This design comes from an exercise in tuning for small area and a short achievable clock period on the open sky130 flow, not from production work. Function was checked by simulation only, so behaviour that the tests miss may differ from the original. Power is estimated from default activity; no workload was simulated.

==> design.v <==
`default_nettype none
package dma_rd_pkg;
  localparam int num_ch         = 3;
  localparam int addr_w         = 32;
  localparam int data_w         = 64;
  localparam int id_w           = 4;
  localparam int link_depth_log = 1;
  localparam int pkt_depth_log  = 4;
  localparam logic [7:0] burst_len  = 8'd2;
  localparam logic [2:0] beat_size  = 3'd3;
  localparam logic [1:0] burst_incr = 2'b01;
  localparam logic [1:0] resp_okay   = 2'b00;
  localparam logic [1:0] resp_exokay = 2'b01;
  typedef logic [addr_w-1:0] addr_t;
  typedef logic [data_w-1:0] data_t;
  typedef logic [id_w-1:0]   axi_id_t;
  typedef logic [7:0]        frag_cnt_t;
  typedef logic [7:0]        frag_code_t;
  typedef logic [15:0]       ctrl_word_t;
  typedef logic [num_ch-1:0] ch_mask_t;
  localparam frag_code_t frag_start = 8'h09;
  localparam frag_code_t frag_mid   = 8'h0b;
  localparam frag_code_t frag_end   = 8'h0d;
  typedef enum logic [1:0] {chan_free, chan_head, chan_link} chan_state_t;
  typedef enum logic {ar_idle, ar_wait} ar_state_t;
endpackage
`default_nettype wire
`timescale 1ns/1ps
`default_nettype none
module sync_fifo #(
  parameter int width     = 8,
  parameter int depth_log = 4
) (
  input  logic             clks,
  input  logic             rst_n,
  input  logic             push,
  input  logic             pop,
  input  logic [width-1:0] din,
  output logic [width-1:0] dout,
  output logic             full,
  output logic             empty,
  output logic [width-1:0] head_d,
  output logic             head_ld
);
  localparam int depth  = 2**depth_log;
  localparam int adepth = depth - 1;
  logic [width-1:0]     head;
  logic [width-1:0]     mem [adepth];
  logic [depth_log-1:0] wptr;
  logic [depth_log-1:0] rptr;
  logic [depth_log:0]   cnt;
  logic [depth_log:0]   cnt_nx;
  logic                 le1;
  logic                 do_pop;
  logic                 to_arr;
  logic                 arr_pop;
  assign do_pop  = pop & ~empty;
  assign to_arr  = push & ~le1 | push & ~do_pop & ~empty;
  assign arr_pop = do_pop & ~le1;
  assign head_ld = empty | pop;
  assign head_d  = le1 ? din : mem[rptr];
  assign dout    = head;
  always_ff @(posedge clks) begin
    if (head_ld) begin
      head <= head_d;
    end
  end
  always_ff @(posedge clks) begin
    for (int i = 0; i < adepth; i++) begin
      if (wptr == depth_log'(i) && !full) begin
        mem[i] <= din;
      end
    end
  end
  always_comb begin
    cnt_nx = cnt;
    if (push && !do_pop) begin
      cnt_nx = cnt + 1'b1;
    end else if (do_pop && !push) begin
      cnt_nx = cnt - 1'b1;
    end
  end
  always_ff @(posedge clks or negedge rst_n) begin
    if (!rst_n) begin
      wptr  <= '0;
      rptr  <= '0;
      cnt   <= '0;
      empty <= 1'b1;
      le1   <= 1'b1;
      full  <= 1'b0;
    end else begin
      if (to_arr) begin
        wptr <= (wptr == depth_log'(adepth - 1)) ? '0 : wptr + 1'b1;
      end
      if (arr_pop) begin
        rptr <= (rptr == depth_log'(adepth - 1)) ? '0 : rptr + 1'b1;
      end
      cnt   <= cnt_nx;
      empty <= (cnt_nx == '0);
      le1   <= (cnt_nx <= 1);
      full  <= (cnt_nx == (depth_log+1)'(depth));
    end
  end
endmodule
`default_nettype wire
`timescale 1ns/1ps
`default_nettype none
module dma_rd_top (
  input  logic                                           clks,
  input  logic                                           rst_n,
  input  logic                                           desc_empty,
  input  dma_rd_pkg::addr_t                              desc_addr,
  output logic                                           desc_pop,
  output logic                                           arvalid,
  output dma_rd_pkg::addr_t                              araddr,
  output dma_rd_pkg::axi_id_t                            arid,
  output logic [7:0]                                     arlen,
  output logic [2:0]                                     arsize,
  output logic [1:0]                                     arburst,
  input  logic                                           arready,
  input  logic                                           rvalid,
  input  dma_rd_pkg::data_t                              rdata,
  input  dma_rd_pkg::axi_id_t                            rid,
  input  logic [1:0]                                     rresp,
  input  logic                                           rlast,
  output logic                                           rready,
  output dma_rd_pkg::data_t [dma_rd_pkg::num_ch-1:0]      pkt_data,
  output dma_rd_pkg::ch_mask_t                           pkt_empty,
  input  dma_rd_pkg::ch_mask_t                           pkt_pop,
  output dma_rd_pkg::ctrl_word_t [dma_rd_pkg::num_ch-1:0] pkt_ctrl,
  output dma_rd_pkg::ch_mask_t                           pkt_ctrl_empty,
  input  dma_rd_pkg::ch_mask_t                           pkt_ctrl_pop
);
  localparam int nch = dma_rd_pkg::num_ch;
  logic [nch-1:0] ch_out;
  logic [nch-1:0] ch_ring;
  logic [nch-1:0] is_free;
  logic [nch-1:0] link_rdy;
  logic [nch-1:0] req;
  logic [nch-1:0] gnt_f;
  logic [nch-1:0] gnt_l;
  logic [nch-1:0] gnt;
  logic [1:0]     last_id;
  logic [nch-1:0] pick;
  logic [1:0]     pick_id;
  logic           arv;
  logic           arv_f;
  logic           ar_fire;
  dma_rd_pkg::addr_t head [nch];
  dma_rd_pkg::addr_t link [nch];
  logic [1:0]        dcnt [nch];
  logic [7:0]        rd_cnt [nch];
  logic [nch-1:0]    rd_first;
  logic [nch-1:0] hit;
  logic [nch-1:0] eq;
  logic [nch-1:0] pkt_full;
  logic [nch-1:0] ctrl_full;
  logic [nch-1:0] pkt_push;
  logic [nch-1:0] ctrl_push;
  logic           resp_ok;
  logic           overflow;
  logic [2:0]     ctrl_din [nch];
  logic [2:0]     ctrl_dout [nch];
  logic [7:0]     cnt_out [nch];
  logic [2:0]     ctrl_hd [nch];
  logic [nch-1:0] ctrl_hld;
  assign is_free  = ~ch_out & ~ch_ring;
  assign link_rdy = ~ch_out & ch_ring;
  assign req      = (is_free & {nch{~desc_empty}}) | link_rdy;
  assign gnt      = gnt_f | gnt_l;
  always_comb begin
    pick    = '0;
    pick_id = '0;
    case (last_id)
      2'd0: begin
        if (req[1])      begin pick = 3'b010; pick_id = 2'd1; end
        else if (req[2]) begin pick = 3'b100; pick_id = 2'd2; end
        else if (req[0]) begin pick = 3'b001; pick_id = 2'd0; end
      end
      2'd1: begin
        if (req[2])      begin pick = 3'b100; pick_id = 2'd2; end
        else if (req[0]) begin pick = 3'b001; pick_id = 2'd0; end
        else if (req[1]) begin pick = 3'b010; pick_id = 2'd1; end
      end
      default: begin
        if (req[0])      begin pick = 3'b001; pick_id = 2'd0; end
        else if (req[1]) begin pick = 3'b010; pick_id = 2'd1; end
        else if (req[2]) begin pick = 3'b100; pick_id = 2'd2; end
      end
    endcase
  end
  assign ar_fire = arv & arready;
  always_ff @(posedge clks or negedge rst_n) begin
    if (!rst_n) begin
      gnt_f   <= '0;
      gnt_l   <= '0;
      last_id <= 2'd2;
      arv     <= 1'b0;
      arv_f   <= 1'b0;
    end else begin
      if (ar_fire) begin
        gnt_f <= '0;
        gnt_l <= '0;
      end else if (gnt == '0 && pick != '0) begin
        gnt_f   <= pick & is_free;
        gnt_l   <= pick & ~is_free;
        last_id <= pick_id;
      end
      if (ar_fire) begin
        arv   <= 1'b0;
        arv_f <= 1'b0;
      end else if (gnt != '0) begin
        arv   <= 1'b1;
        arv_f <= |gnt_f;
      end
    end
  end
  always_comb begin
    araddr = '0;
    for (int i = 0; i < nch; i++) begin
      araddr = araddr | ({32{gnt_f[i]}} & head[i]) | ({32{gnt_l[i]}} & link[i]);
    end
  end
  assign arvalid  = arv;
  assign arid     = {2'b00, gnt[2], gnt[1]};
  assign arlen    = dma_rd_pkg::burst_len;
  assign arsize   = dma_rd_pkg::beat_size;
  assign arburst  = dma_rd_pkg::burst_incr;
  assign desc_pop = arv_f & arready;
  always_comb begin
    for (int i = 0; i < nch; i++) begin
      hit[i] = (rid == dma_rd_pkg::axi_id_t'(i));
    end
  end
  assign resp_ok  = ~rresp[1];
  assign overflow = resp_ok & (|(hit & (rlast ? ctrl_full : pkt_full)));
  assign rready   = rvalid & ~overflow;
  assign pkt_push  = {nch{rvalid & resp_ok & ~rlast}} & hit & ~pkt_full;
  assign ctrl_push = {nch{rvalid & resp_ok &  rlast}} & hit & ~ctrl_full;
  for (genvar c = 0; c < nch; c++) begin : g_ch
    assign eq[c] = (rdata[31:0] == head[c]);
    always_ff @(posedge clks or negedge rst_n) begin
      if (!rst_n) begin
        ch_out[c]   <= 1'b0;
        ch_ring[c]  <= 1'b0;
        dcnt[c]     <= '0;
      end else begin
        if (gnt[c] & ar_fire) begin
          ch_out[c] <= 1'b1;
        end else if (ctrl_push[c]) begin
          ch_out[c]  <= 1'b0;
          ch_ring[c] <= ~eq[c];
        end
        if (ctrl_push[c]) begin
          dcnt[c] <= '0;
        end else if (pkt_push[c]) begin
          dcnt[c] <= dcnt[c] + 1'b1;
        end
      end
    end
    always_ff @(posedge clks) begin
      if (gnt_f[c]) begin
        head[c] <= desc_addr;
      end
    end
    always_ff @(posedge clks) begin
      if (ch_out[c]) begin
        link[c] <= rdata[31:0];
      end
    end
    assign ctrl_din[c] = {dcnt[c], eq[c]};
    always_ff @(posedge clks or negedge rst_n) begin
      if (!rst_n) begin
        rd_cnt[c]   <= '0;
        rd_first[c] <= 1'b1;
      end else if (pkt_ctrl_pop[c] & ~pkt_ctrl_empty[c]) begin
        rd_cnt[c]   <= ctrl_dout[c][0] ? 8'd0 : cnt_out[c];
        rd_first[c] <= ctrl_dout[c][0];
      end
    end
    always_ff @(posedge clks) begin
      if (ctrl_hld[c]) begin
        cnt_out[c] <= ((pkt_ctrl_pop[c] & ~pkt_ctrl_empty[c]) ?
                         (ctrl_dout[c][0] ? 8'd0 : cnt_out[c]) : rd_cnt[c])
                      + 8'(ctrl_hd[c][2:1]);
      end
    end
    sync_fifo #(
      .width     (dma_rd_pkg::data_w),
      .depth_log (dma_rd_pkg::pkt_depth_log)
    ) pkt_fifo (
      .clks    (clks),
      .rst_n   (rst_n),
      .push    (pkt_push[c]),
      .pop     (pkt_pop[c]),
      .din     (rdata),
      .dout    (pkt_data[c]),
      .full    (pkt_full[c]),
      .empty   (pkt_empty[c]),
      .head_d  (),
      .head_ld ()
    );
    sync_fifo #(
      .width     (3),
      .depth_log (dma_rd_pkg::pkt_depth_log)
    ) ctrl_fifo (
      .clks    (clks),
      .rst_n   (rst_n),
      .push    (ctrl_push[c]),
      .pop     (pkt_ctrl_pop[c]),
      .din     (ctrl_din[c]),
      .dout    (ctrl_dout[c]),
      .full    (ctrl_full[c]),
      .empty   (pkt_ctrl_empty[c]),
      .head_d  (ctrl_hd[c]),
      .head_ld (ctrl_hld[c])
    );
    assign pkt_ctrl[c] = {cnt_out[c], 4'b0000, 1'b1, ctrl_dout[c][0],
                          ~ctrl_dout[c][0] & ~rd_first[c], 1'b1};
  end
endmodule
`default_nettype wire
==> run.sh <==
#!/bin/bash
# synth_recipe.tcl (not shown) runs the flow's synth.tcl, then flattens the netlist and writes it again
# the make line also repeats each setting of config.mk as NAME=value (left out here)
make -C /OpenROAD-flow-scripts/flow DESIGN_CONFIG=/design/flow/config.mk WORK_HOME=/design/flow/orfs CLKGATE_MAP_FILE= SYNTH_SCRIPT=/design/flow/synth_recipe.tcl finish
==> config.mk <==
export PLATFORM = sky130hd
export DESIGN_NAME = dma_rd_top
export DESIGN_NICKNAME = dma_rd_top
export VERILOG_FILES = /design/flow/design.v
export SDC_FILE = /design/flow/constraint.sdc
export NUM_CORES = 4
export LEC_CHECK = 0
export CAP_MARGIN = 20
export CORE_MARGIN = 2
export CORE_UTILIZATION = 60
export CTS_CLUSTER_DIAMETER = 120
export CTS_CLUSTER_SIZE = 30
export PLACE_DENSITY = 0.72
export SETUP_SLACK_MARGIN = 4.0
export SLEW_MARGIN = 20
==> constraint.sdc <==
create_clock -name core_clock -period 8.0 [get_ports {clks}]
set_input_delay 1.6000 -clock core_clock [delete_from_list [all_inputs] [get_ports {clks}]]
set_output_delay 1.6000 -clock core_clock [all_outputs]
set_load 0.01 [all_outputs]
==> impl_table.tex, run 1 <==
\begin{tabular}{lr}
\hline
Metric & Value \\
\hline
\multicolumn{2}{l}{\textbf{Place}} \\
Cells after DPL & 10680 \\
Placement-stage cell area & 0.1395 sq mm \\
Detail Placement HPWL & 205.3 mm \\
Final weighted congestion of routability-driven global placement & 0.8957 \\
Number of input and output port buffers inserted & 377 \\
\multicolumn{2}{l}{\textbf{Global routing}} \\
Vias in the first global route & 73950 \\
Overflow left after global routing & 0 \\
Wire length of the first global-routing pass & 535.2 mm \\
Overall Global Routing Usage & 33.63\% \\
Largest net degree at the start of global routing & 88 \\
Number of antenna violations at the first check in global routing & 28 \\
\multicolumn{2}{l}{\textbf{Route}} \\
Post-DR wirelength/cell & 35.11 um \\
Routed length on met2 & 179.2 mm \\
Total number of vias & 78150 \\
1st-iter DRT viols & 13690 \\
Total routed wirelength & 383.3 mm \\
Highest routed metal layer & met5 \\
DRC violations left & 0 \\
DRT met1 WL & 136.3 mm \\
Wire length on met3 & 51.41 mm \\
Routed vias/inst & 7.157 \\
Total iterations of the first detailed-routing run & 9 \\
Number of nets still failing antenna checks after routing & 0 \\
\multicolumn{2}{l}{\textbf{Synthesis}} \\
Top cell type by total area after synthesis & sky130\_fd\_sc\_hd\_\_edfxtp\_1 \\
Syn\_area\_per\_cell & 17.11 sq um \\
Yosys warns & 19 \\
List of most frequent post-synthesis cells & sky130\_fd\_sc\_hd\_\_edfxtp\_1 (3426), sky130\_fd\_sc\_hd\_\_a22oi\_1 (1058), sky130\_fd\_sc\_hd\_\_clkbuf\_1 (464) \\
Synth cell types & 79 \\
Top FF cell, synth & sky130\_fd\_sc\_hd\_\_edfxtp\_1 \\
Async set or reset register ratio after synthesis & 4.060\% \\
XOR/XNOR share of the synthesized area & 0.9546\% \\
Mux contribution to synthesized area & 0.4631\% \\
Most frequent cell after synthesis & sky130\_fd\_sc\_hd\_\_edfxtp\_1 \\
Synth Area in Compound Gates & 11.17\% \\
Post-synthesis adder-cell area fraction & 0.2462\% \\
Post-Synthesis Cells & 7723 \\
Fraction of the yosys area taken by sequential cells & 80.63\% \\
Top cells by area, synth & sky130\_fd\_sc\_hd\_\_edfxtp\_1 (78\%), sky130\_fd\_sc\_hd\_\_a22oi\_1 (6.0\%), sky130\_fd\_sc\_hd\_\_dfrtp\_1 (2.4\%) \\
Post-Syn Area & 0.1321 sq mm \\
Share of the synthesized area in the top cell type & 77.86\% \\
Count of flip-flops with a built-in enable after synthesis & 3426 \\
Largest family of logic cells by synthesized area & compound AO/OA/AOI/OAI gates \\
Synth Area in Simple Gates & 4.745\% \\
Total of flip-flops plus latches after synthesis & 3571 \\
\multicolumn{2}{l}{\textbf{STA}} \\
Least-Margin Pin Slew & 1193 ps \\
Hold Vio Cnt, Final & 0 \\
Unrepaired setup endpoints after global routing & yes \\
Relative slew slack & 20.45\% \\
Part of the cycle the worst path needs & 52.71\% \\
Number of slew-limit violations in the final report & 0 \\
Highest Clock Rate & 237.1 MHz \\
Worst clock skew & 42.57 ps \\
Final TNS setup & 0 ps \\
Min Clock Period, post-route & 4217 ps \\
Final setup vio count & 0 \\
\multicolumn{2}{l}{\textbf{Setup path}} \\
Critical path data required time & 6400 ps \\
Maximum fanout along the worst path & 2 \\
Endpoint type of the worst setup path & output port \\
Kind of start point of the critical path & primary input \\
Data arrival at the endpoint of the critical path & 2620 ps \\
Path type of the worst setup path & primary input to output port \\
\multicolumn{2}{l}{\textbf{Clock tree}} \\
H-tree Lvls & 4 \\
Root buffer cell & sky130\_fd\_sc\_hd\_\_clkbuf\_16 \\
Number of buffers added to fix hold violations after cts & 0 \\
Clock buffers created by TritonCTS & 137 \\
Sink count of the clock tree & 3571 \\
Latest clock arrival within the worst-skew pair & 870 ps \\
Clock tree from TritonCTS & done \\
Reg clk slew, reported paths & 110 ps \\
Largest buffer count on any clock path & 3 \\
\multicolumn{2}{l}{\textbf{Job}} \\
Max-cap check violation count & 0 \\
\multicolumn{2}{l}{\textbf{Layout}} \\
Share of cells above drive strength 1 & 8.484\% \\
Number of nets at the end of the flow & 8115 \\
Final instance count without filler cells & 10920 \\
Fin util & 65.70\% \\
Area of all placed cells without fillers & 0.1441 sq mm \\
Layout area overhead & 9.049\% \\
\multicolumn{2}{l}{\textbf{Die}} \\
Horiz. Die Dim & 473.3 um \\
Die outline area & 0.2240 sq mm \\
Initial core utilization & 60.25\% \\
Row count & 172 \\
Number of ports placed on the die boundary & 412 \\
Die height & 473.3 um \\
Floorplan Core Area & 0.2193 sq mm \\
\multicolumn{2}{l}{\textbf{Run status}} \\
Result of the run & timing/DRC/antenna clean \\
\multicolumn{2}{l}{\textbf{Power}} \\
Worst supply voltage drop on vdd & 209.7 uV \\
Leakage power total & 45.12 nW \\
PnR Total Power & 46.38 mW \\
Power per Cell Area & 321.9 mW/mm\^{}2 \\
\multicolumn{2}{l}{\textbf{Min path}} \\
Hold/Removal Path Class & flip-flop to flip-flop \\
\hline
\end{tabular}
==> report_power, final <==
part | internal [mW] | leakage [nW] | total (mW) | switching [mW]
registers | 23.0 | 33.3 | 24.5 | 1.47
clock network | 3.37 | 1.88 | 8.70 | 5.33
logic | 4.53 | 9.96 | 13.2 | 8.68
total | 30.9 | 45.1 | 46.4 | 15.5
==> area by class of cell <==
class,count,area [sq um]
Clock buffer,188,3769
Clock inverter,10,117.6
Antenna cell,9,22.52
Inverter,46,172.7
Tap cell,2871,3592
Sequential cell,3571,106600
Fill cell,14500,75210
Timing Repair Buffer,622,5593
Multi-Input combinational cell,3602,24260
==> per-stage QoR <==
step / hold WS [ps] / worst slack, ps
6_report: 471.1 / 3783
3_3_place_gp: 453.6 / 2467
2_1_floorplan: 439.1 / 2099
3_5_place_dp: 455.7 / 2491
5_1_grt: 491.9 / 3752
4_1_cts: 473.6 / 3751
==> cells in the final DEF, fill, tap and decap left out, drive strengths merged, types with 160 or more instances in the layout <==
cell type and instances:
nand4 208, nand3 262, edfxtp 3426, clkdlybuf4s50 273, nand2 329, a22oi 1058
a21oi 246, a222oi 192, o22ai 201, nor2 160, buf 312, clkbuf 196
o21ai 301
==> sequential cells by signal, indices dropped and copies added, names as in the netlist, 6 cells and up <==
name                 cells
cnt_out                 24
dcnt                     6
g_ch.ctrl_fifo.cnt      15
g_ch.ctrl_fifo.mem     135
g_ch.ctrl_fifo.rptr     12
g_ch.ctrl_fifo.wptr     12
g_ch.pkt_fifo.cnt       15
g_ch.pkt_fifo.head     192
g_ch.pkt_fifo.mem     2880
g_ch.pkt_fifo.rptr      12
g_ch.pkt_fifo.wptr      12
head                    96
link                    96
rd_cnt                  24
==> timing repair <==
item / 4_1_cts / 5_1_grt
pin swaps: 9 / 13
gates cloned: 3 / 3
resized for setup: 105 / 45
endpoints found under the hold margin: 0 / 0
endpoints found under the setup margin: 45 / 41
buffers inserted: 17 / 6
==> layer usage <==
layer	vias up	global-route usage (%)
met5	-	0
met4	20	12.49
met3	729	6.003
met2	6127	53.07
met1	39470	47.56
li1	31810	-
==> logic make-up (layout without fill, tap and decap cells) <==
kind of cell | count (synthesis) | in the layout
fa+ha+maj | 25 | 25
simple gates | 1231 | 1234
other cells | 2 | 42
flops | 3571 | 3571
xor+xnor | 144 | 144
compound gates | 2111 | 2111
buf+inv | 584 | 866
mux | 55 | 55
==> worst max-delay path, cell delays in order <==
cell	delay (ps)
sky130_fd_sc_hd__buf_12	80
sky130_fd_sc_hd__mux4_2	500
sky130_fd_sc_hd__inv_2	80
sky130_fd_sc_hd__o22ai_2	80
sky130_fd_sc_hd__a21boi_1	140
sky130_fd_sc_hd__buf_2	140
==> final timing paths <==
kind,start,cells after the start,end,slack (ps)
setup / recovery,rid[0],6,rready,3780
hold / removal,rd_first[1]$_DFFE_PN1P_,2,rd_first[1]$_DFFE_PN1P_,470
setup reg to reg,g_ch[1].pkt_fifo.rptr[0]$_DFFE_PN0P_,8,g_ch[1].pkt_fifo.head[19]$_DFFE_PP_,3960
hold reg to reg,rd_first[1]$_DFFE_PN1P_,2,rd_first[1]$_DFFE_PN1P_,470
max in group asynchronous,rst_n,2,rd_cnt[2][7]$_DFF_PN0_,5820
min in group asynchronous,rst_n,1,rd_cnt[0][7]$_DFF_PN0_,790
==> run 2: changes to the inputs <==
--- a/design.v
+++ b/design.v
@@ -27,6 +27,50 @@
 `default_nettype wire
 `timescale 1ns/1ps
 `default_nettype none
+module rd_aoi222 (
+  input  logic a0, a1, b0, b1, c0, c1,
+  output logic y
+);
+  assign y = ~((a0 & a1) | (b0 & b1) | (c0 & c1));
+endmodule
+module rd_a21oi (
+  input  logic a1, a2, b1,
+  output logic y
+);
+  assign y = ~((a1 & a2) | b1);
+endmodule
+module rd_nand2 (
+  input  logic a, b,
+  output logic y
+);
+  assign y = ~(a & b);
+endmodule
+module rd_dec3 #(
+  parameter logic [2:0] pat = 3'b000
+) (
+  input  logic [2:0] x,
+  output logic       y
+);
+  assign y = (x == pat);
+endmodule
+module rd_inv (
+  input  logic a,
+  output logic y
+);
+  assign y = ~a;
+endmodule
+module rd_a221oi (
+  input  logic a1, a2, b1, b2, c1,
+  output logic y
+);
+  assign y = ~((a1 & a2) | (b1 & b2) | c1);
+endmodule
+module rd_nand3 (
+  input  logic a, b, c,
+  output logic y
+);
+  assign y = ~(a & b & c);
+endmodule
 module sync_fifo #(
   parameter int width     = 8,
   parameter int depth_log = 4
@@ -42,23 +86,47 @@
   output logic [width-1:0] head_d,
   output logic             head_ld
 );
-  localparam int depth  = 2**depth_log;
+  localparam int depth  = 16;
   localparam int adepth = depth - 1;
-  logic [width-1:0]     head;
-  logic [width-1:0]     mem [adepth];
-  logic [depth_log-1:0] wptr;
-  logic [depth_log-1:0] rptr;
-  logic [depth_log:0]   cnt;
-  logic [depth_log:0]   cnt_nx;
-  logic                 le1;
-  logic                 do_pop;
-  logic                 to_arr;
-  logic                 arr_pop;
+  logic [width-1:0]  head;
+  logic [width-1:0]  mem [adepth];
+  logic [3:0]        wptr;
+  logic [3:0]        rptr;
+  logic [adepth-1:0] asel;
+  logic [4:0]        cnt;
+  logic [4:0]        cnt_nx;
+  logic              le1;
+  logic              do_pop;
+  logic              to_arr;
+  logic              arr_pop;
+  if (depth_log != 4) begin : g_bad_depth
+    $error("sync_fifo supports depth_log 4 only");
+  end
   assign do_pop  = pop & ~empty;
   assign to_arr  = push & ~le1 | push & ~do_pop & ~empty;
   assign arr_pop = do_pop & ~le1;
+  always_comb begin
+    for (int i = 0; i < adepth; i++) begin
+      asel[i] = (rptr == 4'(i)) & ~le1;
+    end
+  end
+  for (genvar b = 0; b < width; b++) begin : g_rd
+    logic [5:0] y;
+    logic [1:0] n;
+    for (genvar g = 0; g < 5; g++) begin : g_aoi
+      rd_aoi222 u_aoi (
+        .a0 (asel[3*g]),   .a1 (mem[3*g][b]),
+        .b0 (asel[3*g+1]), .b1 (mem[3*g+1][b]),
+        .c0 (asel[3*g+2]), .c1 (mem[3*g+2][b]),
+        .y  (y[g])
+      );
+    end
+    assign y[5] = ~(le1 & din[b]);
+    rd_nand3 u_n0 (.a(y[0]), .b(y[1]), .c(y[2]), .y(n[0]));
+    rd_nand3 u_n1 (.a(y[3]), .b(y[4]), .c(y[5]), .y(n[1]));
+    assign head_d[b] = n[0] | n[1];
+  end
   assign head_ld = empty | pop;
-  assign head_d  = le1 ? din : mem[rptr];
   assign dout    = head;
   always_ff @(posedge clks) begin
     if (head_ld) begin
@@ -67,7 +135,7 @@
   end
   always_ff @(posedge clks) begin
     for (int i = 0; i < adepth; i++) begin
-      if (wptr == depth_log'(i) && !full) begin
+      if (wptr == 4'(i) && !full) begin
         mem[i] <= din;
       end
     end
@@ -90,15 +158,15 @@
       full  <= 1'b0;
     end else begin
       if (to_arr) begin
-        wptr <= (wptr == depth_log'(adepth - 1)) ? '0 : wptr + 1'b1;
+        wptr <= (wptr == 4'(adepth - 1)) ? '0 : wptr + 1'b1;
       end
       if (arr_pop) begin
-        rptr <= (rptr == depth_log'(adepth - 1)) ? '0 : rptr + 1'b1;
+        rptr <= (rptr == 4'(adepth - 1)) ? '0 : rptr + 1'b1;
       end
       cnt   <= cnt_nx;
       empty <= (cnt_nx == '0);
-      le1   <= (cnt_nx <= 1);
-      full  <= (cnt_nx == (depth_log+1)'(depth));
+      le1   <= (cnt_nx <= 5'd1);
+      full  <= (cnt_nx == 5'(depth));
     end
   end
 endmodule
@@ -158,7 +226,7 @@
   logic [nch-1:0] pkt_push;
   logic [nch-1:0] ctrl_push;
   logic           resp_ok;
-  logic           overflow;
+  logic [1:0]     arid_r;
   logic [2:0]     ctrl_din [nch];
   logic [2:0]     ctrl_dout [nch];
   logic [7:0]     cnt_out [nch];
@@ -197,6 +265,7 @@
       last_id <= 2'd2;
       arv     <= 1'b0;
       arv_f   <= 1'b0;
+      arid_r  <= '0;
     end else begin
       if (ar_fire) begin
         gnt_f <= '0;
@@ -205,6 +274,7 @@
         gnt_f   <= pick & is_free;
         gnt_l   <= pick & ~is_free;
         last_id <= pick_id;
+        arid_r  <= pick_id;
       end
       if (ar_fire) begin
         arv   <= 1'b0;
@@ -215,14 +285,16 @@
       end
     end
   end
-  always_comb begin
-    araddr = '0;
-    for (int i = 0; i < nch; i++) begin
-      araddr = araddr | ({32{gnt_f[i]}} & head[i]) | ({32{gnt_l[i]}} & link[i]);
+  dma_rd_pkg::addr_t ar_addr;
+  always_ff @(posedge clks) begin
+    if (!arv) begin
+      ar_addr <= ({32{|gnt_f}} & desc_addr) | ({32{gnt_l[0]}} & link[0])
+               | ({32{gnt_l[1]}} & link[1]) | ({32{gnt_l[2]}} & link[2]);
     end
   end
+  assign araddr = ar_addr;
   assign arvalid  = arv;
-  assign arid     = {2'b00, gnt[2], gnt[1]};
+  assign arid     = {2'b00, arid_r};
   assign arlen    = dma_rd_pkg::burst_len;
   assign arsize   = dma_rd_pkg::beat_size;
   assign arburst  = dma_rd_pkg::burst_incr;
@@ -232,9 +304,26 @@
       hit[i] = (rid == dma_rd_pkg::axi_id_t'(i));
     end
   end
-  assign resp_ok  = ~rresp[1];
-  assign overflow = resp_ok & (|(hit & (rlast ? ctrl_full : pkt_full)));
-  assign rready   = rvalid & ~overflow;
+  logic [5:0] rr_sel;
+  logic [5:0] rr_full;
+  logic [5:0] rr_t;
+  logic [1:0] rr_n;
+  logic       rr_g;
+  assign rr_full = {ctrl_full, pkt_full};
+  for (genvar j = 0; j < 6; j++) begin : g_rr
+    rd_dec3 #(.pat(3'((j / 3) * 4 + (j % 3)))) u_dec (
+      .x ({rlast, rid[1:0]}),
+      .y (rr_sel[j])
+    );
+    rd_nand2 u_t (.a(rr_sel[j]), .b(rr_full[j]), .y(rr_t[j]));
+  end
+  rd_nand3 u_rr_n0 (.a(rr_t[0]), .b(rr_t[1]), .c(rr_t[2]), .y(rr_n[0]));
+  rd_nand3 u_rr_n1 (.a(rr_t[3]), .b(rr_t[4]), .c(rr_t[5]), .y(rr_n[1]));
+  rd_dec3 #(.pat(3'b000)) u_rr_g (.x({rresp[1], rid[3], rid[2]}), .y(rr_g));
+  logic rr_vn;
+  rd_inv u_rr_vn (.a(rvalid), .y(rr_vn));
+  rd_a221oi u_rr_out (.a1(rr_g), .a2(rr_n[0]), .b1(rr_g), .b2(rr_n[1]), .c1(rr_vn), .y(rready));
+  assign resp_ok = ~rresp[1];
   assign pkt_push  = {nch{rvalid & resp_ok & ~rlast}} & hit & ~pkt_full;
   assign ctrl_push = {nch{rvalid & resp_ok &  rlast}} & hit & ~ctrl_full;
   for (genvar c = 0; c < nch; c++) begin : g_ch
--- a/config.mk
+++ b/config.mk
@@ -7,9 +7,11 @@
 export LEC_CHECK = 0
 export CAP_MARGIN = 20
 export CORE_MARGIN = 2
-export CORE_UTILIZATION = 60
-export CTS_CLUSTER_DIAMETER = 120
+export CORE_UTILIZATION = 65
+export CTS_CLUSTER_DIAMETER = 100
 export CTS_CLUSTER_SIZE = 30
-export PLACE_DENSITY = 0.72
-export SETUP_SLACK_MARGIN = 4.0
+export PLACE_DENSITY = 0.75
+export SETUP_SLACK_MARGIN = 4.3
 export SLEW_MARGIN = 20
+export SYNTH_HIERARCHICAL = 1
+export SYNTH_MINIMUM_KEEP_SIZE = 0
==> run 2 against run 1 <==
Compared with the run above:
- wire length fell by 13%
- sequential share of layout area grew 1.7 points
- non-clock buffer count down 18
- highest routed layer is now met4
- combinational power is 6% lower
- critical endpoint unchanged
==> impl_table.tex, run 2 <==
\begin{tabular}{lr}
\hline
Metric & Value \\
\hline
\multicolumn{2}{l}{\textbf{Run status}} \\
Result of the run & timing/DRC/antenna clean \\
\multicolumn{2}{l}{\textbf{Global routing}} \\
Wire length of the first global-routing pass & 474.6 mm (-11\%) \\
Overall Global Routing Usage & 32.34\% (-1.3 points) \\
Largest net degree at the start of global routing & 81 (-8.0\%) \\
Overflow left after global routing & 0 (unchanged) \\
Vias in the first global route & 70530 (-4.6\%) \\
Number of antenna violations at the first check in global routing & 9 (-68\%) \\
\multicolumn{2}{l}{\textbf{Setup path}} \\
Kind of start point of the critical path & primary input \\
Number of cells on the worst reg-to-reg path & 9 (+1) \\
Critical path cell sequence & buf\_12, nor3b\_2, nand2\_1, nand3\_2, a221oi\_2, buf\_2 \\
Beginning of the critical path & rid[1] \\
Worst path buffer plus inverter count & 2 (-1) \\
Endpoint type of the worst setup path & output port \\
Kind of cell adding the most delay to the critical path & simple AND/OR/NAND/NOR gates \\
Data arrival at the endpoint of the critical path & 2460 ps (-160 ps) \\
Number of cells on the critical path & 6 (unchanged) \\
Register-to-register setup slack & 4420 ps (+460 ps) \\
Startpoint of the most critical register-to-register path & g\_ch[2].pkt\_fifo.le1\$\_DFF\_PN1\_ \\
Path type of the worst setup path & primary input to output port \\
R2r endpoint & g\_ch[2].pkt\_fifo.head[17]\$\_DFFE\_PP\_ \\
Critical path data required time & 6400 ps (about the same) \\
Critical Path Slowest Stage Cell & sky130\_fd\_sc\_hd\_\_a221oi\_2 \\
Maximum fanout along the worst path & 7 (+5) \\
Worst path max stage delay & 270 ps (-230 ps) \\
\multicolumn{2}{l}{\textbf{Route}} \\
Total iterations of the first detailed-routing run & 10 (+1) \\
Total number of vias & 72630 (-7.1\%) \\
DRC violations left & 0 (unchanged) \\
Routed vias/inst & 7.256 (+1.4\%) \\
Post-DR wirelength/cell & 33.17 um (-5.5\%) \\
Number of nets still failing antenna checks after routing & 0 (unchanged) \\
Total routed wirelength & 332.0 mm (-13\%) \\
1st-iter DRT viols & 14240 (+4.0\%) \\
\multicolumn{2}{l}{\textbf{Layout}} \\
Leading cell type in the layout, fill and taps excluded & sky130\_fd\_sc\_hd\_\_edfxtp\_1 \\
Register name with the most flops & g\_ch.pkt\_fifo.mem \\
Regs by FF count & g\_ch.pkt\_fifo.mem: 2880 flops, g\_ch.pkt\_fifo.head: 192 flops, g\_ch.ctrl\_fifo.mem: 135 flops \\
Max FFs per register & 2880 (unchanged) \\
Share of cells above drive strength 1 & 11.40\% (+2.9 points) \\
Final instance count without filler cells & 10010 (-8.3\%) \\
Layout area overhead & 9.927\% \\
Number of nets at the end of the flow & 7459 (-8.1\%) \\
Fin util & 71.95\% (+6.3 points) \\
Number of inserted filler cells in the final layout & 11650 (-20\%) \\
Highest-count cells in the layout ignoring fill and taps & sky130\_fd\_sc\_hd\_\_edfxtp\_1 (3458), sky130\_fd\_sc\_hd\_\_a222oi\_1 (1037), sky130\_fd\_sc\_hd\_\_nand3\_1 (438) \\
Area of all placed cells without fillers & 0.1422 sq mm (-1.3\%) \\
\multicolumn{2}{l}{\textbf{Power}} \\
Leakage power total & 45.74 nW (+1.4\%) \\
Worst supply voltage drop on vdd & 303.8 uV (+45\%) \\
Power per Cell Area & 320.8 mW/mm\^{}2 (-0.33\%) \\
\multicolumn{2}{l}{\textbf{STA}} \\
Final setup vio count & 0 (unchanged) \\
Min Clock Period, post-route & 4063 ps (-153.9 ps) \\
Crit path setup slack, layout & 3937 ps (+153.9 ps) \\
Worst clock skew & 38.45 ps (-4.123 ps) \\
Final TNS setup & 0 ps (unchanged) \\
Highest Clock Rate & 246.1 MHz (+3.8\%) \\
Hold Vio Cnt, Final & 0 (unchanged) \\
Part of the cycle the worst path needs & 50.79\% (-1.9 points) \\
Number of slew-limit violations in the final report & 0 (unchanged) \\
Relative slew slack & 21.38\% (+0.92 points) \\
Least-Margin Pin Slew & 1179 ps (-13.83 ps) \\
Unrepaired setup endpoints after global routing & yes \\
\multicolumn{2}{l}{\textbf{Die}} \\
Floorplan Core Area & 0.1976 sq mm (-9.9\%) \\
Row count & 163 (-5.2\%) \\
Die height & 450.1 um (-4.9\%) \\
Number of ports placed on the die boundary & 412 (unchanged) \\
Initial core utilization & 65.46\% (+5.2 points) \\
Horiz. Die Dim & 450.1 um (-4.9\%) \\
Die outline area & 0.2026 sq mm (-9.5\%) \\
\multicolumn{2}{l}{\textbf{Clock tree}} \\
Largest buffer count on any clock path & 3 (unchanged) \\
H-tree Lvls & 4 (unchanged) \\
Sink count of the clock tree & 3604 (+0.92\%) \\
Root buffer cell & sky130\_fd\_sc\_hd\_\_clkbuf\_16 \\
Clock tree from TritonCTS & done \\
Clock buffers created by TritonCTS & 139 (+1.5\%) \\
Reg clk slew, reported paths & 110 ps (about the same) \\
Number of buffers added to fix hold violations after cts & 0 (unchanged) \\
Latest clock arrival within the worst-skew pair & 870 ps (about the same) \\
\multicolumn{2}{l}{\textbf{Min path}} \\
Cell count of the worst hold path & 1 (-1) \\
Worst Hold Launch & g\_ch[2].pkt\_fifo.cnt[4]\$\_DFF\_PN0\_ \\
Hold endpoint & g\_ch[2].pkt\_fifo.cnt[4]\$\_DFF\_PN0\_ \\
Hold/Removal Path Class & flip-flop to flip-flop \\
\multicolumn{2}{l}{\textbf{Place}} \\
Final weighted congestion of routability-driven global placement & 0.8079 (-9.8\%) \\
Pre-CTS setup slack & 2763 ps (+271.3 ps) \\
Detail Placement HPWL & 184.1 mm (-10\%) \\
Number of input and output port buffers inserted & 377 (unchanged) \\
Cells after DPL & 9798 (-8.2\%) \\
Placement-stage cell area & 0.1380 sq mm (-1.1\%) \\
\multicolumn{2}{l}{\textbf{Synthesis}} \\
Syn\_area\_per\_cell & 19.35 sq um (+13\%) \\
Post-Synthesis Cells & 6684 (-13\%) \\
Yosys warns & 27 (+8) \\
Post-Syn Area & 0.1294 sq mm (-2.1\%) \\
\multicolumn{2}{l}{\textbf{Job}} \\
Max-cap check violation count & 0 (unchanged) \\
\hline
\end{tabular}
[run 2: cell count changes in the layout (fill, tap and decap cells not counted), sizes merged, moves of 178 or more]
cell | before | now
a222oi | 192 | 1037
nand3 | 262 | 440
a21oi | 246 | 25
o21ai | 301 | 72
nand4 | 208 | 14
a22oi | 1058 | 0
o22ai | 201 | 1
or2 | 13 | 216
[run 2: layout make-up]
type	instances	area [sq um]	share of cell area [%]
well taps	2640	3303	2.323
flip-flops and latches	3604	107500	75.61
diodes	3	7.507	0.005279
clock buffers	173	3744	2.633
repair buffers	604	5331	3.749
clock inverters	11	143.9	0.1012
multi-input cells	2942	22030	15.49
inverters	33	123.9	0.08711
[run 2: metal layers]
metal	wire [um]	vias to the layer above	share of wire, %	global-route usage [%]
met5	0	-	0	0
met4	12740	0	3.8	11.59
met3	45800	529	14	6.123
met2	158100	5727	48	51.81
met1	115400	36440	35	45.26
li1	-	29940	-	-
[run 2: worst max-delay path by stage]
stage	to	slack [ps]
floorplan	g_ch[1].pkt_fifo.mem[13][0]$_DFFE_PP_	2380
global placement	rready	2750
detailed placement	rready	2760
CTS	rready	3940
global route	rready	3860
finish	rready	3940
[run 2: worst reg2reg max path: cells and delay by family, from the launching register on]
kind                   cells  cell delay (ps)
AND/OR/NAND/NOR            5             1130
buffers and inverters      3              980
flip-flops                 1              730
AO/OA/AOI/OAI              1              520
[run 2: stage by stage]
| stage | hold WS [ps] | total power [mW] |
|---|---|---|
| 2_1_floorplan | 463.1 | 31.25 |
| 3_3_place_gp | 494.3 | 36.77 |
| 3_5_place_dp | 503.9 | 37.12 |
| 4_1_cts | 525.2 | 45.48 |
| 5_1_grt | 545.4 | 47.13 |
| 6_report | 522.1 | 45.62 |
[run 2: timing repair]
item	CTS	global route
pin swaps	2	5
setup buffers	11	11
setup endpoints to repair	71	63
gates resized for setup	45	9
[run 2: power breakdown]
| part | internal (mW) | total (mW) | switching (mW) |
|---|---|---|---|
| Sequential | 23.3 | 24.6 | 1.25 |
| Combinational | 4.86 | 12.4 | 7.52 |
| Clock | 3.37 | 8.66 | 5.29 |
==> run 3: changes to the inputs <==
==> flow/run.sh (new file) <==
#!/bin/bash
# Own flow: the standard layout (standard.sh's make call, same design,
# constraints, synthesis and steps) with two ORFS settings changed:
#  - the port buffers are plain buf_2 cells rather than the delay cell
#    buffer_ports picks by default;
#  - the resizer may swap a cell for one of another width
#    (MATCH_CELL_FOOTPRINT 0), so timing repair can upsize those buffers.
# The make output goes to standard.log in the work folder; ORFS keeps each
# step's own log under orfs/logs.
set -euo pipefail
cd "$(dirname "$0")/.."
export BUFFER_PORTS_ARGS="-buffer_cell sky130_fd_sc_hd__buf_2"
sed -e 's/^make -C \(.*\) "\${@:-finish}"$/make -C \1 MATCH_CELL_FOOTPRINT=0 "${@:-finish}"/' standard.sh > flow/standard_mod.sh
grep -q "MATCH_CELL_FOOTPRINT=0" flow/standard_mod.sh
bash flow/standard_mod.sh > standard.log 2>&1
==> standard.sh (new file) <==
#!/bin/bash
# synth_recipe.tcl (not shown) runs the flow's synth.tcl, then flattens the netlist and writes it again
# the make line also repeats each setting of config.mk as NAME=value (left out here)
make -C /OpenROAD-flow-scripts/flow DESIGN_CONFIG=/design/flow/config.mk WORK_HOME=/design/flow/orfs CLKGATE_MAP_FILE= SYNTH_SCRIPT=/design/flow/synth_recipe.tcl "${@:-finish}"
removed: run.sh
==> run 3 against run 2 <==
Compared with the run above:
- sequential power about the same
- non-clock buffer count down 21
- via count rose by 0.15%
- cell count about the same
- total power shrank 1.3%
==> impl_table.tex, run 3 <==
\begin{tabular}{lr}
\hline
Metric & Value \\
\hline
\multicolumn{2}{l}{\textbf{Route}} \\
Total routed wirelength & 332.7 mm (+0.20\%) \\
DRT met1 WL & 116.1 mm (+0.63\%) \\
1st-iter DRT viols & 15180 (+6.6\%) \\
Post-DR wirelength/cell & 33.27 um (+0.29\%) \\
Total iterations of the first detailed-routing run & 10 (unchanged) \\
Routed length on met2 & 158.9 mm (+0.50\%) \\
Number of nets still failing antenna checks after routing & 0 (unchanged) \\
Total number of vias & 72740 (+0.15\%) \\
DRC violations left & 0 (unchanged) \\
Routed vias/inst & 7.273 (+0.24\%) \\
Wire length on met3 & 44.85 mm (-2.1\%) \\
Highest routed metal layer & met5 \\
\multicolumn{2}{l}{\textbf{Place}} \\
Detail Placement HPWL & 182.7 mm (-0.76\%) \\
Number of input and output port buffers inserted & 377 (unchanged) \\
Placement-stage cell area & 0.1363 sq mm (-1.2\%) \\
Final weighted congestion of routability-driven global placement & 0.8252 (+2.1\%) \\
\multicolumn{2}{l}{\textbf{STA}} \\
Number of slew-limit violations in the final report & 0 (unchanged) \\
Worst clock skew & 32.56 ps (-5.885 ps) \\
Worst-case hold slack & 483.0 ps (-39.10 ps) \\
Highest Clock Rate & 247.5 MHz (+0.56\%) \\
Relative slew slack & 21.10\% (-0.27 points) \\
Hold Vio Cnt, Final & 0 (unchanged) \\
Part of the cycle the worst path needs & 50.51\% (-0.28 points) \\
Final setup vio count & 0 (unchanged) \\
Min Clock Period, post-route & 4040 ps (-22.62 ps) \\
Final TNS setup & 0 ps (unchanged) \\
Least-Margin Pin Slew & 1183 ps (+4.087 ps) \\
Unrepaired setup endpoints after global routing & yes \\
\multicolumn{2}{l}{\textbf{Synthesis}} \\
Syn\_area\_per\_cell & 19.35 sq um (unchanged) \\
Post-Syn Area & 0.1294 sq mm (unchanged) \\
Yosys warns & 27 (unchanged) \\
Post-Synthesis Cells & 6684 (unchanged) \\
\multicolumn{2}{l}{\textbf{Setup path}} \\
Critical path cell sequence & buf\_12, and3b\_1, nand2\_1, nand3\_2, a221oi\_2, buf\_2 \\
Maximum fanout along the worst path & 5 (-2) \\
Kind of start point of the critical path & primary input \\
Kind of cell adding the most delay to the critical path & simple AND/OR/NAND/NOR gates \\
Data arrival at the endpoint of the critical path & 2440 ps (-20 ps) \\
Worst path buffer plus inverter count & 2 (unchanged) \\
Path type of the worst setup path & primary input to output port \\
Critical Path Slowest Stage Cell & sky130\_fd\_sc\_hd\_\_a221oi\_2 \\
Critical path data required time & 6400 ps (about the same) \\
Endpoint type of the worst setup path & output port \\
Worst path max stage delay & 240 ps (-30 ps) \\
\multicolumn{2}{l}{\textbf{Layout}} \\
Regs by FF count & g\_ch.pkt\_fifo.mem: 2880 flops, g\_ch.pkt\_fifo.head: 192 flops, g\_ch.ctrl\_fifo.mem: 135 flops \\
Register name with the most flops & g\_ch.pkt\_fifo.mem \\
Leading cell type in the layout, fill and taps excluded & sky130\_fd\_sc\_hd\_\_edfxtp\_1 \\
Highest-count cells in the layout ignoring fill and taps & sky130\_fd\_sc\_hd\_\_edfxtp\_1 (3458), sky130\_fd\_sc\_hd\_\_a222oi\_1 (1037), sky130\_fd\_sc\_hd\_\_nand3\_1 (439) \\
Number of inserted filler cells in the final layout & 11870 (+1.9\%) \\
Total area of sequential cells & 0.1075 sq mm (about the same) \\
Layout area overhead & 8.604\% \\
Number of nets at the end of the flow & 7440 (-0.25\%) \\
Share of cells above drive strength 1 & 15.46\% (+4.1 points) \\
Footprint of the multi-input gates & 0.02204 sq mm (about the same) \\
Max FFs per register & 2880 (unchanged) \\
Area of all placed cells without fillers & 0.1405 sq mm (-1.2\%) \\
\multicolumn{2}{l}{\textbf{Die}} \\
Horiz. Die Dim & 450.1 um (unchanged) \\
Die outline area & 0.2026 sq mm (unchanged) \\
Initial core utilization & 65.46\% (unchanged) \\
Number of ports placed on the die boundary & 412 (unchanged) \\
Die height & 450.1 um (unchanged) \\
Row count & 163 (unchanged) \\
Floorplan Core Area & 0.1976 sq mm (unchanged) \\
\multicolumn{2}{l}{\textbf{Global routing}} \\
Overall Global Routing Usage & 32.47\% (+0.13 points) \\
Largest net degree at the start of global routing & 87 (+7.4\%) \\
Overflow left after global routing & 0 (unchanged) \\
Wire length of the first global-routing pass & 478.6 mm (+0.86\%) \\
Vias in the first global route & 70960 (+0.60\%) \\
Number of antenna violations at the first check in global routing & 14 (+5) \\
\multicolumn{2}{l}{\textbf{Clock tree}} \\
Sink count of the clock tree & 3604 (unchanged) \\
H-tree Lvls & 4 (unchanged) \\
Reg clk slew, reported paths & 100 ps (about the same) \\
Latest clock arrival within the worst-skew pair & 870 ps (about the same) \\
Root buffer cell & sky130\_fd\_sc\_hd\_\_clkbuf\_16 \\
Largest buffer count on any clock path & 3 (unchanged) \\
Clock tree from TritonCTS & done \\
Clock buffers created by TritonCTS & 139 (unchanged) \\
\multicolumn{2}{l}{\textbf{Power}} \\
Worst supply voltage drop on vdd & 278.5 uV (-8.3\%) \\
PnR Total Power & 45.03 mW (-1.3\%) \\
Switching share of total power & 31.33\% (+0.51 points) \\
Switching power summed over all nets & 14.11 mW (+0.35\%) \\
Leakage power total & 45.71 nW (about the same) \\
Share of total power in combinational logic & 25.8\% (-1.4 points) \\
Clock network fraction of design power & 19.3\% (+0.3 points) \\
Cell Int Power & 30.92 mW (-2.0\%) \\
Power per Cell Area & 320.5 mW/mm\^{}2 (about the same) \\
Share of power burned in registers & 54.8\% (+0.9 points) \\
\multicolumn{2}{l}{\textbf{Job}} \\
Max-cap check violation count & 0 (unchanged) \\
\multicolumn{2}{l}{\textbf{Run status}} \\
Result of the run & timing/DRC/antenna clean \\
\multicolumn{2}{l}{\textbf{Min path}} \\
Hold/Removal Path Class & flip-flop to flip-flop \\
\hline
\end{tabular}
==> run 3: cell count changes in the layout (fill, tap and decap cells not counted), sizes merged, moves of 3 or more <==
cell | before | now
clkdlybuf4s50 | 309 | 0
buf | 285 | 583
diode | 3 | 11
dlygate4sd2 | 6 | 0
inv | 39 | 36
==> run 3: power groups by stage <==
stage | registers [mW] | logic [mW] | clock network, mW
after global placement | 25.0 | 11.1 | 0
after detailed placement | 25.1 | 11.3 | 0
after CTS | 24.7 | 11.5 | 8.72
after global routing | 24.8 | 12.4 | 9.30
final | 24.7 | 11.6 | 8.70
after floorplan | 24.7 | 6.54 | 0
==> run 3: through the flow <==
stage	setup WS, ps	cells	util (%)
2_1_floorplan	2377	6715	-
3_3_place_gp	3522	9794	68.99
3_5_place_dp	3403	9794	68.99
4_1_cts	3978	9989	71.06
5_1_grt	3890	9996	71.08
6_report	3960	10000	71.09
==> run 3: what timing repair did <==
item,4_1_cts,5_1_grt
resized for setup,17,3
setup endpoints to repair,46,94
buffers inserted,8,0
hold buffers,0,0
cloned,1,1
pin swaps,5,3
==> run 3: area by class of cell <==
class                      instances  share of cell area, %
antenna                           11                0.01959
clock buffer                     176                  2.696
clock inverter                    10                 0.1033
inverter                          33                0.08817
multi-input combinational       2944                  15.69
sequential                      3604                  76.54
tap                             2640                  2.351
timing repair buffer             583                  2.512
==> run 3: path summary, 6_finish.rpt <==
check | from | to | slack, ps | cells after the start
setup / recovery | rid[0] | rready | 3960 | 6
hold / removal | arid_r[1]$_DFFE_PN0P_ | arid_r[1]$_DFFE_PN0P_ | 480 | 1
setup reg to reg | g_ch[2].pkt_fifo.rptr[1]$_DFFE_PN0P_ | g_ch[2].pkt_fifo.head[13]$_DFFE_PP_ | 4300 | 6
hold reg to reg | arid_r[1]$_DFFE_PN0P_ | arid_r[1]$_DFFE_PN0P_ | 480 | 1
max in group asynchronous | rst_n | g_ch[2].pkt_fifo.rptr[0]$_DFFE_PN0P_ | 5700 | 2
min in group asynchronous | rst_n | rd_cnt[0][7]$_DFF_PN0_ | 810 | 1
==> run 3: layer usage <==
layer / vias to the layer above / GRT usage (%)
li1: 29910 / -
met1: 36520 / 45.59
met2: 5696 / 52.33
met3: 603 / 5.785
met4: 12 / 11.22
met5: - / 0
==> run 4: changes to the inputs <==
--- a/design.v
+++ b/design.v
@@ -45,6 +45,14 @@
 );
   assign y = ~(a & b);
 endmodule
+module rd_dec2 #(
+  parameter logic [1:0] pat = 2'b00
+) (
+  input  logic [1:0] x,
+  output logic       y
+);
+  assign y = (x == pat);
+endmodule
 module rd_dec3 #(
   parameter logic [2:0] pat = 3'b000
 ) (
@@ -304,18 +312,18 @@
       hit[i] = (rid == dma_rd_pkg::axi_id_t'(i));
     end
   end
-  logic [5:0] rr_sel;
+  logic [2:0] rr_dec;
   logic [5:0] rr_full;
   logic [5:0] rr_t;
   logic [1:0] rr_n;
   logic       rr_g;
+  logic       rr_nl;
   assign rr_full = {ctrl_full, pkt_full};
-  for (genvar j = 0; j < 6; j++) begin : g_rr
-    rd_dec3 #(.pat(3'((j / 3) * 4 + (j % 3)))) u_dec (
-      .x ({rlast, rid[1:0]}),
-      .y (rr_sel[j])
-    );
-    rd_nand2 u_t (.a(rr_sel[j]), .b(rr_full[j]), .y(rr_t[j]));
+  rd_inv u_rr_nl (.a(rlast), .y(rr_nl));
+  for (genvar k = 0; k < 3; k++) begin : g_rr
+    rd_dec2 #(.pat(2'(k))) u_dec (.x(rid[1:0]), .y(rr_dec[k]));
+    rd_nand3 u_td (.a(rr_dec[k]), .b(rr_nl), .c(rr_full[k]), .y(rr_t[k]));
+    rd_nand3 u_tc (.a(rr_dec[k]), .b(rlast), .c(rr_full[3+k]), .y(rr_t[3+k]));
   end
   rd_nand3 u_rr_n0 (.a(rr_t[0]), .b(rr_t[1]), .c(rr_t[2]), .y(rr_n[0]));
   rd_nand3 u_rr_n1 (.a(rr_t[3]), .b(rr_t[4]), .c(rr_t[5]), .y(rr_n[1]));
--- a/config.mk
+++ b/config.mk
@@ -5,13 +5,13 @@
 export SDC_FILE = /design/flow/constraint.sdc
 export NUM_CORES = 4
 export LEC_CHECK = 0
-export CAP_MARGIN = 20
+export CAP_MARGIN = 10
 export CORE_MARGIN = 2
 export CORE_UTILIZATION = 65
 export CTS_CLUSTER_DIAMETER = 100
 export CTS_CLUSTER_SIZE = 30
 export PLACE_DENSITY = 0.75
 export SETUP_SLACK_MARGIN = 4.3
-export SLEW_MARGIN = 20
+export SLEW_MARGIN = 10
 export SYNTH_HIERARCHICAL = 1
 export SYNTH_MINIMUM_KEEP_SIZE = 0
==> run 4 against run 3 <==
Compared with the run above:
- critical path depth did not move
- sequential cell count unchanged
- sequential share of layout area barely moved
- cell count shrank 0.21%
- global-route usage is 0.50 points lower
- synthesized cell count hardly changed
- register-to-register slack improved by 80 ps
- worst setup slack better by 26 ps
- critical path type unchanged
- largest power group unchanged
==> impl_table.tex, run 4 <==
\begin{tabular}{lr}
\hline
Metric & Value \\
\hline
\multicolumn{2}{l}{\textbf{Route}} \\
Post-DR wirelength/cell & 32.89 um (-1.1\%) \\
Total iterations of the first detailed-routing run & 13 (+3) \\
1st-iter DRT viols & 14970 (-1.4\%) \\
Total routed wirelength & 328.3 mm (-1.3\%) \\
Number of nets still failing antenna checks after routing & 0 (unchanged) \\
DRC violations left & 0 (unchanged) \\
Total number of vias & 72780 (+0.055\%) \\
Routed vias/inst & 7.292 (+0.27\%) \\
\multicolumn{2}{l}{\textbf{Global routing}} \\
Number of antenna violations at the first check in global routing & 12 (-2) \\
Overall Global Routing Usage & 31.97\% (-0.50 points) \\
Largest net degree at the start of global routing & 89 (+2.3\%) \\
Overflow left after global routing & 0 (unchanged) \\
Wire length of the first global-routing pass & 470.7 mm (-1.7\%) \\
Vias in the first global route & 70310 (-0.90\%) \\
\multicolumn{2}{l}{\textbf{Die}} \\
Die outline area & 0.2026 sq mm (unchanged) \\
Horiz. Die Dim & 450.1 um (unchanged) \\
Row count & 163 (unchanged) \\
Die height & 450.1 um (unchanged) \\
Number of ports placed on the die boundary & 412 (unchanged) \\
Initial core utilization & 65.46\% (about the same) \\
Floorplan Core Area & 0.1976 sq mm (unchanged) \\
\multicolumn{2}{l}{\textbf{Clock tree}} \\
H-tree Lvls & 4 (unchanged) \\
Number of buffers added to fix hold violations after cts & 0 (unchanged) \\
Root buffer cell & sky130\_fd\_sc\_hd\_\_clkbuf\_16 \\
Sink count of the clock tree & 3604 (unchanged) \\
Clock tree from TritonCTS & done \\
Clock buffers created by TritonCTS & 140 (+0.72\%) \\
Reg clk slew, reported paths & 100 ps (about the same) \\
Largest buffer count on any clock path & 3 (unchanged) \\
Latest clock arrival within the worst-skew pair & 840 ps (-30 ps) \\
\multicolumn{2}{l}{\textbf{Synthesis}} \\
Post-Syn Area & 0.1294 sq mm (about the same) \\
Post-Synthesis Cells & 6680 (-0.060\%) \\
Yosys warns & 27 (unchanged) \\
Syn\_area\_per\_cell & 19.36 sq um (about the same) \\
\multicolumn{2}{l}{\textbf{STA}} \\
Min Clock Period, post-route & 4014 ps (-26.33 ps) \\
Hold Vio Cnt, Final & 0 (unchanged) \\
Worst clock skew & 38.90 ps (+6.337 ps) \\
Number of slew-limit violations in the final report & 0 (unchanged) \\
Part of the cycle the worst path needs & 50.18\% (-0.33 points) \\
Final TNS setup & 0 ps (unchanged) \\
Highest Clock Rate & 249.1 MHz (+0.66\%) \\
Unrepaired setup endpoints after global routing & yes \\
Least-Margin Pin Slew & 1341 ps (+157.1 ps) \\
Relative slew slack & 10.63\% (-10 points) \\
Final setup vio count & 0 (unchanged) \\
\multicolumn{2}{l}{\textbf{Power}} \\
Share of total power in combinational logic & 25.9\% (about the same) \\
Clock network fraction of design power & 19.3\% (about the same) \\
Leakage power total & 45.72 nW (about the same) \\
Share of power burned in registers & 54.8\% (about the same) \\
Switching share of total power & 31.27\% (-0.066 points) \\
Power per Cell Area & 322.0 mW/mm\^{}2 (+0.47\%) \\
Worst supply voltage drop on vdd & 331.7 uV (+19\%) \\
Cell Int Power & 31.08 mW (+0.51\%) \\
Switching power summed over all nets & 14.14 mW (+0.20\%) \\
\multicolumn{2}{l}{\textbf{Setup path}} \\
Worst path max stage delay & 240 ps (about the same) \\
Kind of start point of the critical path & primary input \\
Worst path buffer plus inverter count & 2 (unchanged) \\
Data arrival at the endpoint of the critical path & 2410 ps (-30 ps) \\
Endpoint type of the worst setup path & output port \\
Maximum fanout along the worst path & 7 (+2) \\
Critical path cell sequence & buf\_8, nor2b\_4, nand3\_1, nand3\_2, a221oi\_2, buf\_2 \\
Kind of cell adding the most delay to the critical path & simple AND/OR/NAND/NOR gates \\
Critical path data required time & 6400 ps (about the same) \\
Critical Path Slowest Stage Cell & sky130\_fd\_sc\_hd\_\_a221oi\_2 \\
Path type of the worst setup path & primary input to output port \\
\multicolumn{2}{l}{\textbf{Layout}} \\
Share of cells above drive strength 1 & 15.48\% (+0.023 points) \\
Footprint of the multi-input gates & 0.02204 sq mm (about the same) \\
Total area of sequential cells & 0.1075 sq mm (about the same) \\
Highest-count cells in the layout ignoring fill and taps & sky130\_fd\_sc\_hd\_\_edfxtp\_1 (3458), sky130\_fd\_sc\_hd\_\_a222oi\_1 (1037), sky130\_fd\_sc\_hd\_\_nand3\_1 (439) \\
Number of nets at the end of the flow & 7429 (-0.15\%) \\
Layout area overhead & 8.535\% (about the same) \\
Area of all placed cells without fillers & 0.1404 sq mm (about the same) \\
Max FFs per register & 2880 (unchanged) \\
Regs by FF count & g\_ch.pkt\_fifo.mem: 2880 flops, g\_ch.pkt\_fifo.head: 192 flops, g\_ch.ctrl\_fifo.mem: 135 flops \\
Register name with the most flops & g\_ch.pkt\_fifo.mem \\
Leading cell type in the layout, fill and taps excluded & sky130\_fd\_sc\_hd\_\_edfxtp\_1 \\
Number of inserted filler cells in the final layout & 11720 (-1.2\%) \\
\multicolumn{2}{l}{\textbf{Job}} \\
Max-cap check violation count & 0 (unchanged) \\
\multicolumn{2}{l}{\textbf{Run status}} \\
Result of the run & timing/DRC/antenna clean \\
\multicolumn{2}{l}{\textbf{Min path}} \\
Hold/Removal Path Class & flip-flop to flip-flop \\
\multicolumn{2}{l}{\textbf{Place}} \\
Final weighted congestion of routability-driven global placement & 0.8190 (-0.75\%) \\
Placement-stage cell area & 0.1363 sq mm (about the same) \\
Number of input and output port buffers inserted & 377 (unchanged) \\
Detail Placement HPWL & 177.7 mm (-2.7\%) \\
\hline
\end{tabular}
-- run 4: stage by stage --
stage                     setup slack (ps)  hold WS (ps)  power [mW]  instances  utilization (%)
after CTS                             3996         519.6       45.09       9978            71.02
after detailed placement              3499         496.1       36.66       9788            68.98
final                                 3986         516.2       45.21       9980            71.04
after floorplan                       2377         463.1       31.47       6711                -
after global placement                3581         487.1       36.29       9788            68.98
after global routing                  3957         531.9       46.74       9979            71.04
-- run 4: worst register-to-register path: stages, from the launching register on --
cell	delay (ps)
sky130_fd_sc_hd__dfrtp_1	750
sky130_fd_sc_hd__nand2b_1	420
sky130_fd_sc_hd__nor2_4	1050
sky130_fd_sc_hd__buf_4	700
sky130_fd_sc_hd__a222oi_1	290
sky130_fd_sc_hd__nand3_1	170
sky130_fd_sc_hd__or2_2	130
-- run 4: layout make-up --
type                    instances  area share, %
repair buffers                579          2.464
flip-flops and latches       3604          76.58
clock inverters                11         0.1185
inverters                      30        0.08021
well taps                    2640          2.353
diodes                          1       0.001782
clock buffers                 176          2.705
multi-input cells            2939          15.70
-- run 4: power groups by stage --
stage                     Combinational [mW]  Sequential [mW]  Clock (mW)
after detailed placement                11.4             25.2           0
after global routing                    12.4             24.9        9.37
after CTS                               11.5             24.8        8.78
after global placement                  11.2             25.1           0
final                                   11.7             24.8        8.71
after floorplan                         6.61             24.9           0
-- run 4: final timing paths --
check	endpoint	slack, ps	startpoint	cells after the start
worst min-delay path	rd_cnt[1][0]$_DFF_PN0_	520	rd_cnt[1][0]$_DFF_PN0_	2
worst max register to register	g_ch[0].pkt_fifo.head[13]$_DFFE_PP_	4380	g_ch[0].pkt_fifo.rptr[0]$_DFFE_PN0P_	6
max in group asynchronous	g_ch[2].pkt_fifo.rptr[0]$_DFFE_PN0P_	5750	rst_n	2
worst min register to register	rd_cnt[1][0]$_DFF_PN0_	520	rd_cnt[1][0]$_DFF_PN0_	2
min in group asynchronous	rd_cnt[0][3]$_DFF_PN0_	870	rst_n	1
worst max-delay path	rready	3990	rid[0]	6
-- run 4: what timing repair did --
action,4_1_cts,5_1_grt
resized for setup,14,5
endpoints found under the setup margin,1,73
gates cloned,0,0
pin swaps,4,2
buffers inserted,3,1
-- run 4: routing by layer --
layer  up-vias  share of wire [%]  track usage (%)
met2      5844                 47            50.50
met3       636                 14            5.880
met5         -              0.016                0
met1     36400                 35            45.40
met4         8                4.4            11.82
li1      29890                  -                -
==> run 5: changes to the inputs <==
==> run.sh (new file) <==
#!/bin/bash
# synth_recipe.tcl (not shown) runs the flow's synth.tcl, then flattens the netlist and writes it again
# the make line also repeats each setting of config.mk as NAME=value (left out here)
make -C /OpenROAD-flow-scripts/flow DESIGN_CONFIG=/design/flow/config.mk WORK_HOME=/design/flow/orfs CLKGATE_MAP_FILE= SYNTH_SCRIPT=/design/flow/synth_recipe.tcl finish
removed: flow/run.sh
removed: standard.sh
==> run 5 against run 4 <==
Compared with the run above:
- still clean
- utilization is 0.89 points higher
- global-route usage is 0.49 points higher
- hold slack worse by 3.4 ps
- largest cell class unchanged
==> impl_table.tex, run 5 <==
\begin{tabular}{lr}
\hline
Metric & Value \\
\hline
\multicolumn{2}{l}{\textbf{Synthesis}} \\
Post-Syn Area & 0.1294 sq mm (unchanged) \\
Syn\_area\_per\_cell & 19.36 sq um (unchanged) \\
\multicolumn{2}{l}{\textbf{Power}} \\
Leakage power total & 45.72 nW (about the same) \\
\multicolumn{2}{l}{\textbf{Die}} \\
Row count & 163 (unchanged) \\
Initial core utilization & 65.46\% (unchanged) \\
Horiz. Die Dim & 450.1 um (unchanged) \\
Die height & 450.1 um (unchanged) \\
Die outline area & 0.2026 sq mm (unchanged) \\
\multicolumn{2}{l}{\textbf{Layout}} \\
Leading cell type in the layout, fill and taps excluded & sky130\_fd\_sc\_hd\_\_edfxtp\_1 \\
Area of all placed cells without fillers & 0.1422 sq mm (+1.3\%) \\
Number of inserted filler cells in the final layout & 11660 (-0.55\%) \\
Share of cells above drive strength 1 & 11.35\% (-4.1 points) \\
Number of nets at the end of the flow & 7443 (+0.19\%) \\
Fin util & 71.93\% (+0.89 points) \\
Highest-count cells in the layout ignoring fill and taps & sky130\_fd\_sc\_hd\_\_edfxtp\_1 (3458), sky130\_fd\_sc\_hd\_\_a222oi\_1 (1037), sky130\_fd\_sc\_hd\_\_nand3\_1 (438) \\
\multicolumn{2}{l}{\textbf{Clock tree}} \\
Sink count of the clock tree & 3604 (unchanged) \\
Clock buffers created by TritonCTS & 140 (unchanged) \\
Largest buffer count on any clock path & 3 (unchanged) \\
Clock tree from TritonCTS & done \\
Latest clock arrival within the worst-skew pair & 860 ps (+20 ps) \\
Reg clk slew, reported paths & 100 ps (about the same) \\
\multicolumn{2}{l}{\textbf{Route}} \\
DRC violations left & 0 (unchanged) \\
1st-iter DRT viols & 15040 (+0.49\%) \\
Routed vias/inst & 7.273 (-0.27\%) \\
Number of nets still failing antenna checks after routing & 0 (unchanged) \\
\multicolumn{2}{l}{\textbf{Run status}} \\
Result of the run & timing/DRC/antenna clean \\
\multicolumn{2}{l}{\textbf{Global routing}} \\
Number of antenna violations at the first check in global routing & 12 (unchanged) \\
Wire length of the first global-routing pass & 477.9 mm (+1.5\%) \\
Largest net degree at the start of global routing & 86 (-3.4\%) \\
\multicolumn{2}{l}{\textbf{Place}} \\
Detail Placement HPWL & 182.7 mm (+2.8\%) \\
Number of input and output port buffers inserted & 377 (unchanged) \\
Final weighted congestion of routability-driven global placement & 0.7992 (-2.4\%) \\
\multicolumn{2}{l}{\textbf{Min path}} \\
Cell count of the worst hold path & 2 (unchanged) \\
Hold/Removal Path Class & flip-flop to flip-flop \\
\multicolumn{2}{l}{\textbf{Setup path}} \\
Kind of start point of the critical path & primary input \\
Maximum fanout along the worst path & 5 (-2) \\
Data arrival at the endpoint of the critical path & 2380 ps (-30 ps) \\
Number of cells on the worst reg-to-reg path & 7 (+1) \\
Endpoint type of the worst setup path & output port \\
\multicolumn{2}{l}{\textbf{Job}} \\
Max-cap check violation count & 0 (unchanged) \\
\multicolumn{2}{l}{\textbf{STA}} \\
Hold Vio Cnt, Final & 0 (unchanged) \\
Worst clock skew & 35.08 ps (-3.822 ps) \\
Unrepaired setup endpoints after global routing & yes \\
Number of slew-limit violations in the final report & 0 (unchanged) \\
Part of the cycle the worst path needs & 49.69\% (-0.49 points) \\
Highest Clock Rate & 251.6 MHz (+0.98\%) \\
Relative slew slack & 16.59\% (+6.0 points) \\
Final TNS setup & 0 ps (unchanged) \\
Least-Margin Pin Slew & 1248 ps (-92.39 ps) \\
\hline
\end{tabular}
[run 5: cell types whose count changed in the layout (fill, tap and decap cells not counted), sizes merged]
| cell | previous run | this run |
|---|---|---|
| inv | 38 | 36 |
| clkbuf | 177 | 187 |
| dlygate4sd2 | 0 | 5 |
| buf | 578 | 275 |
| dlymetal6s2s | 0 | 1 |
| clkinv | 3 | 7 |
| diode | 1 | 4 |
| nor2 | 166 | 167 |
| clkdlybuf4s50 | 0 | 311 |
[run 5: layer usage]
layer  vias up  track usage (%)  part of all wire (%)
li1      29920                -                     -
met1     36480            45.56                    35
met2      5790            51.32                    47
met3       603            6.468                    14
met4         2            12.26                   4.1
met5         -                0                0.0048
[run 5: final cells by class]
type | count | area (sq um) | area share [%]
Sequential cell | 3604 | 107500 | 75.63
Multi-Input combinational cell | 2940 | 22060 | 15.52
Timing Repair Buffer | 592 | 5151 | 3.624
Clock buffer | 187 | 3829 | 2.693
Tap cell | 2640 | 3303 | 2.324
Clock inverter | 13 | 172.7 | 0.1215
Inverter | 30 | 112.6 | 0.07921
Antenna cell | 4 | 10.01 | 0.007041
[run 5: metrics by stage]
step / power, mW / std cells
after floorplan: 31.47 / 6711
after global placement: 37.04 / 9793
after detailed placement: 37.40 / 9793
after CTS: 45.92 / 10000
after global routing: 47.60 / 10010
final: 46.07 / 10010
[run 5: worst paths after layout]
kind                                                start                              endpoint  slack (ps)
setup / recovery                                   rid[0]                                rready        4020
hold / removal                     rd_cnt[1][6]$_DFF_PN0_                rd_cnt[1][6]$_DFF_PN0_         510
setup reg to reg           g_ch[1].pkt_fifo.le1$_DFF_PN1_   g_ch[1].pkt_fifo.head[14]$_DFFE_PP_        4270
hold reg to reg                    rd_cnt[1][6]$_DFF_PN0_                rd_cnt[1][6]$_DFF_PN0_         510
max in group asynchronous                           rst_n  g_ch[2].pkt_fifo.wptr[3]$_DFFE_PN0P_        5730
min in group asynchronous                           rst_n                rd_cnt[0][4]$_DFF_PN0_         820
[run 5: worst max-delay path, stage by stage]
cell and delay [ps]:
sky130_fd_sc_hd__buf_8 110, sky130_fd_sc_hd__nor2b_4 130, sky130_fd_sc_hd__nand3_2 60, sky130_fd_sc_hd__nand3_2 90, sky130_fd_sc_hd__a221oi_2 230, sky130_fd_sc_hd__buf_2 160
[run 5: report_power, final]
group / leakage (nW) / total [mW] / internal (mW) / switching [mW]
Sequential: 33.6 / 24.8 / 23.4 / 1.37
Clock: 1.94 / 8.75 / 3.44 / 5.31
Combinational: 10.1 / 12.5 / 4.91 / 7.61
[run 5: timing repair]
| action | in CTS | in global routing |
|---|---|---|
| setup endpoints to repair | 75 | 27 |
| resized for setup | 48 | 9 |
| gates cloned | 0 | 1 |
| pin swaps | 4 | 3 |
| setup buffers | 11 | 1 |
